What follows belongs to an exercise in optimizing a design on an open flow for small area and a short achievable clock period; a production flow would make more cautious choices.
The RTL was checked by simulation tests, not by an equivalence proof against the original design.
No activity file was given, so power comes from the tool's default toggle rates.

P:
// credit_if_else_raw_reg
module credit_if_else_raw_reg #(
  parameter int unsigned DEPTH    = 128,
  parameter logic [15:0] INIT_VAL = 16'd0
) (
  input  logic        clock,
  input  logic        reset,
  input  logic        req_valid,
  input  logic [15:0] req_bits_index,
  input  logic [15:0] req_bits_data_1,
  input  logic [7:0]  req_bits_opCode_1,
  input  logic [15:0] req_bits_data_0,
  input  logic [7:0]  req_bits_opCode_0,
  input  logic        req_bits_predicate,
  output logic        resp_valid,
  output logic [15:0] resp_bits_new_val,
  output logic        init_done,
  output logic [15:0] err_count
);
For scale: roughly 2200 flip-flops, about 100 I/O pins, roughly 0.085 mm² of cells after synthesis.
==> module credit_if_else_raw_reg, before the edit <==
module credit_if_else_raw_reg #(
  parameter int unsigned DEPTH    = 128,
  parameter logic [15:0] INIT_VAL = 16'd0
) (
  input  logic        clock,
  input  logic        reset,
  input  logic        req_valid,
  input  logic [15:0] req_bits_index,
  input  logic [15:0] req_bits_data_1,
  input  logic [7:0]  req_bits_opCode_1,
  input  logic [15:0] req_bits_data_0,
  input  logic [7:0]  req_bits_opCode_0,
  input  logic        req_bits_predicate,
  output logic        resp_valid,
  output logic [15:0] resp_bits_new_val,
  output logic        init_done,
  output logic [15:0] err_count
);
  localparam int unsigned AW = 7;
  localparam int unsigned CW = 8;
  logic [CW-1:0]   sweep_cnt;
  logic            sweep_on;
  assign sweep_on = !sweep_cnt[7];
  always_ff @(posedge clock or negedge reset) begin
    if (!reset)        sweep_cnt <= '0;
    else if (sweep_on) sweep_cnt <= sweep_cnt + CW'(1);
  end
  always_ff @(posedge clock or negedge reset) begin
    if (!reset) init_done <= 1'b0;
    else        init_done <= sweep_cnt[7];
  end
  logic [15:0]     mem [DEPTH];
  logic            a_valid;
  logic [AW-1:0]   a_addr;
  logic            a_zero;
  logic            a_badop;
  logic [1:0]      a_op;
  logic [15:0]     a_d;
  logic            a_keep;
  logic            a_wr;
  logic            a_arith;
  logic            a_sub;
  logic            b_valid;
  logic [AW-1:0]   b_addr;
  logic            b_err;
  logic            b_upd;      
  logic            b_sub;
  logic            b_dz;       
  logic [15:0]     b_d;        
  logic [15:0]     b_rd;
  logic            b_keep_c, b_keep_r, b_wr, b_ar_c, b_ar_r;
  logic [16:0]     sum_c, sum_r;
  logic            en_c, en_r;
  logic [15:0]     upd_val;
  logic [15:0]     new_val;
  logic [3:0]      w_p0;
  logic [3:0]      w_p1;
  logic [7:0]      w_p2;
  logic [15:0]     w_data;
  logic [7:0]      sel_op;
  assign sel_op = req_bits_predicate ? req_bits_opCode_1 : req_bits_opCode_0;
  always_ff @(posedge clock or negedge reset) begin
    if (!reset) begin
      a_valid <= 1'b0;
      a_zero  <= 1'b1;
    end else begin
      a_valid <= req_valid;
      a_zero  <= (req_bits_index[15:AW] != '0) || !init_done;
    end
  end
  always_ff @(posedge clock) begin
    a_addr  <= req_bits_index[AW-1:0];
    a_badop <= (sel_op[7:2] != '0);
    a_op    <= sel_op[1:0];
    a_d     <= req_bits_predicate ? req_bits_data_1 : req_bits_data_0;
  end
  assign a_keep  = !a_zero & (a_badop | (a_op == 2'd0));
  assign a_wr    = !a_zero & !a_badop & (a_op == 2'd1);
  assign a_arith = !a_zero & !a_badop & a_op[1];
  assign a_sub   = (a_op == 2'd3);
  logic [1:0]      a_lo [4];
  logic [1:0]      a_mi [2];
  always_ff @(posedge clock) begin
    for (int c = 0; c < 4; c++) a_lo[c] <= req_bits_index[1:0] ^ 2'(c);
    for (int c = 0; c < 2; c++) a_mi[c] <= req_bits_index[3:2] ^ 2'(3 * c);
  end
  logic [15:0]     rd_t1 [32];
  logic [15:0]     rd_t3 [8];
  logic [15:0]     rd_t4 [4];
  logic [15:0]     rd_t5 [2];
  logic [15:0]     rd_mux;
  always_comb begin
    for (int i = 0; i < 32; i++) rd_t1[i] = mem[4*i + int'(a_lo[i % 4] ^ 2'(i % 4))];
    for (int i = 0; i < 8; i++)  rd_t3[i] = rd_t1[4*i + int'(a_mi[i % 2] ^ 2'(3 * (i % 2)))];
    for (int i = 0; i < 4; i++)  rd_t4[i] = a_addr[4] ? rd_t3[2*i+1] : rd_t3[2*i];
    for (int i = 0; i < 2; i++)  rd_t5[i] = a_addr[5] ? rd_t4[2*i+1] : rd_t4[2*i];
    rd_mux = a_addr[6] ? rd_t5[1] : rd_t5[0];
  end
  logic            w_hit;
  assign w_hit = w_p0[a_addr[1:0]] & w_p1[a_addr[3:2]] & w_p2[a_addr[6:4]];
  logic            fwd;
  assign fwd = b_valid & b_upd & (b_addr == a_addr);
  always_ff @(posedge clock or negedge reset) begin
    if (!reset) begin
      b_valid <= 1'b0;
      b_wr    <= 1'b0;
      b_ar_c  <= 1'b0;
      b_ar_r  <= 1'b0;
    end else begin
      b_valid <= a_valid;
      b_wr    <= a_wr;
      b_ar_c  <= a_arith & fwd;
      b_ar_r  <= a_arith & !fwd;
    end
  end
  always_ff @(posedge clock) begin
    b_addr   <= a_addr;
    b_err    <= a_zero | a_badop;
    b_upd    <= a_wr | a_arith;
    b_sub    <= a_sub;
    b_dz     <= (a_d == '0);
    b_d      <= a_sub ? (~a_d + 16'd1) : a_d;
    b_keep_c <= a_keep & fwd;
    b_keep_r <= a_keep & !fwd;
    b_rd     <= w_hit ? w_data : rd_mux;
  end
  assign sum_c = {1'b0, resp_bits_new_val} + {1'b0, b_d};
  assign sum_r = {1'b0, b_rd} + {1'b0, b_d};
  assign en_c  = b_ar_c & (sum_c[16] | b_dz | !b_sub);
  assign en_r  = b_ar_r & (sum_r[16] | b_dz | !b_sub);
  assign upd_val = ({16{b_wr}} & b_d)
                 | ({16{en_c}} & sum_c[15:0])
                 | ({16{en_r}} & sum_r[15:0]);
  assign new_val = upd_val
                 | ({16{b_keep_c}} & resp_bits_new_val)
                 | ({16{b_keep_r}} & b_rd);
  always_ff @(posedge clock or negedge reset) begin
    if (!reset) begin
      resp_valid <= 1'b0;
      err_count  <= '0;
    end else begin
      resp_valid <= b_valid;
      if (b_valid && b_err && (err_count != '1))
        err_count <= err_count + 16'd1;
    end
  end
  always_ff @(posedge clock) begin
    resp_bits_new_val <= new_val;
  end
  logic [AW-1:0]   w_src;
  logic            w_go;
  assign w_src = sweep_on ? sweep_cnt[AW-1:0] : b_addr;
  assign w_go  = sweep_on | (b_valid & b_upd);
  always_ff @(posedge clock or negedge reset) begin
    if (!reset) begin
      w_p2 <= '0;
    end else begin
      w_p2 <= w_go ? (8'(1) << w_src[6:4]) : 8'd0;
    end
  end
  always_ff @(posedge clock) begin
    w_p0   <= 4'(1) << w_src[1:0];
    w_p1   <= 4'(1) << w_src[3:2];
    w_data <= upd_val;
  end
  always_ff @(posedge clock) begin
    for (int i = 0; i < DEPTH; i++)
      if (w_p0[i % 4] & w_p1[(i / 4) % 4] & w_p2[i / 16]) mem[i] <= w_data;
  end
endmodule
export LEC_CHECK = 0
export CAP_MARGIN = 20
export CORE_MARGIN = 2
export CORE_UTILIZATION = 50
export CTS_CLUSTER_DIAMETER = 80
export CTS_CLUSTER_SIZE = 24
export SETUP_SLACK_MARGIN = 3.0
export SLEW_MARGIN = 20
create_clock -name core_clock -period 5.5 [get_ports {clock}]
run.sh (not shown) runs the stock make flow with config.mk's settings and CLKGATE_MAP_FILE= SYNTH_SCRIPT=/design/flow/synth_recipe.tcl, a recipe that flattens the netlist after the stock synthesis.
P finished all stages; the layout is clean.
What Q does differently from P at the input level:
-- flow/design.v --
<<< P, line 79
  assign a_arith = !a_zero & !a_badop & a_op[1];
  assign a_sub   = (a_op == 2'd3);
  logic [1:0]      a_lo [4];
  logic [1:0]      a_mi [2];
  always_ff @(posedge clock) begin
    for (int c = 0; c < 4; c++) a_lo[c] <= req_bits_index[1:0] ^ 2'(c);
    for (int c = 0; c < 2; c++) a_mi[c] <= req_bits_index[3:2] ^ 2'(3 * c);
  end
  logic [15:0]     rd_t1 [32];
  logic [15:0]     rd_t3 [8];
  logic [15:0]     rd_t4 [4];
  logic [15:0]     rd_t5 [2];
  logic [15:0]     rd_mux;
  always_comb begin
    for (int i = 0; i < 32; i++) rd_t1[i] = mem[4*i + int'(a_lo[i % 4] ^ 2'(i % 4))];
    for (int i = 0; i < 8; i++)  rd_t3[i] = rd_t1[4*i + int'(a_mi[i % 2] ^ 2'(3 * (i % 2)))];
    for (int i = 0; i < 4; i++)  rd_t4[i] = a_addr[4] ? rd_t3[2*i+1] : rd_t3[2*i];
    for (int i = 0; i < 2; i++)  rd_t5[i] = a_addr[5] ? rd_t4[2*i+1] : rd_t4[2*i];
>>> Q, line 79
  assign a_arith = !a_zero & !a_badop & a_op[1];
  assign a_sub   = (a_op == 2'd3);
  logic [3:0]      a_oh;
  logic [15:0]     rd_t1 [32];
  logic [15:0]     rd_t2 [16];
  logic [15:0]     rd_t3 [8];
  logic [15:0]     rd_t4 [4];
  logic [15:0]     rd_t5 [2];
  logic [15:0]     rd_mux;
  always_ff @(posedge clock) begin
    a_oh <= 4'(1) << req_bits_index[1:0];
  end
  always_comb begin
    for (int i = 0; i < 32; i++)
      rd_t1[i] = ({16{a_oh[0]}} & mem[4*i])     | ({16{a_oh[1]}} & mem[4*i + 1])
               | ({16{a_oh[2]}} & mem[4*i + 2]) | ({16{a_oh[3]}} & mem[4*i + 3]);
    for (int i = 0; i < 16; i++) rd_t2[i] = a_addr[2] ? rd_t1[2*i+1] : rd_t1[2*i];
    for (int i = 0; i < 8; i++)  rd_t3[i] = a_addr[3] ? rd_t2[2*i+1] : rd_t2[2*i];
    for (int i = 0; i < 4; i++)  rd_t4[i] = a_addr[4] ? rd_t3[2*i+1] : rd_t3[2*i];
    for (int i = 0; i < 2; i++)  rd_t5[i] = a_addr[5] ? rd_t4[2*i+1] : rd_t4[2*i];
==> comparison <==
Q has completed all stages; timing, DRC and antenna checks passed.
Going from P to Q, the die area was shrunk.
Changes observed in Q relative to P: count of TritonRoute iterations in the first routing pass went up; portion of total power attributed to the clock network moved down; number of standard cells after synthesis up 18%; relative slew slack went up by 2.5 points; via count of the first global-routing pass grew by 9.1%.

## re-timing with driven ports
The flow's constraints put no driver on any port. The routed layouts listed below were extracted and timed again, unchanged, in two steps.
Step 1: set_driving_cell puts a clkbuf_16 on clock and a buf_2 on each other input, an assumption about the parent block.
Step 2 also shifts input and output timing later by t, the mid clock arrival at the registers, as if the neighbouring blocks saw the same clock.
Slacks: ideal ports / drivers / drivers and shift; pairs: ideal ports / drivers.
run | t, ns | setup slack, ns | hold WS [ns] | worst slew at a driven data input, ns | pins driven straight from the clock port
P | 0.867 | 2.646 / 2.646 / 2.646 | 0.289 / 0.234 / 0.361 | 0.05 | 1
Q | 0.874 | 2.641 / 2.641 / 2.641 | 0.364 / 0.364 / 0.364 | 0.06 | 1
After both steps setup and hold are still met in every run listed.
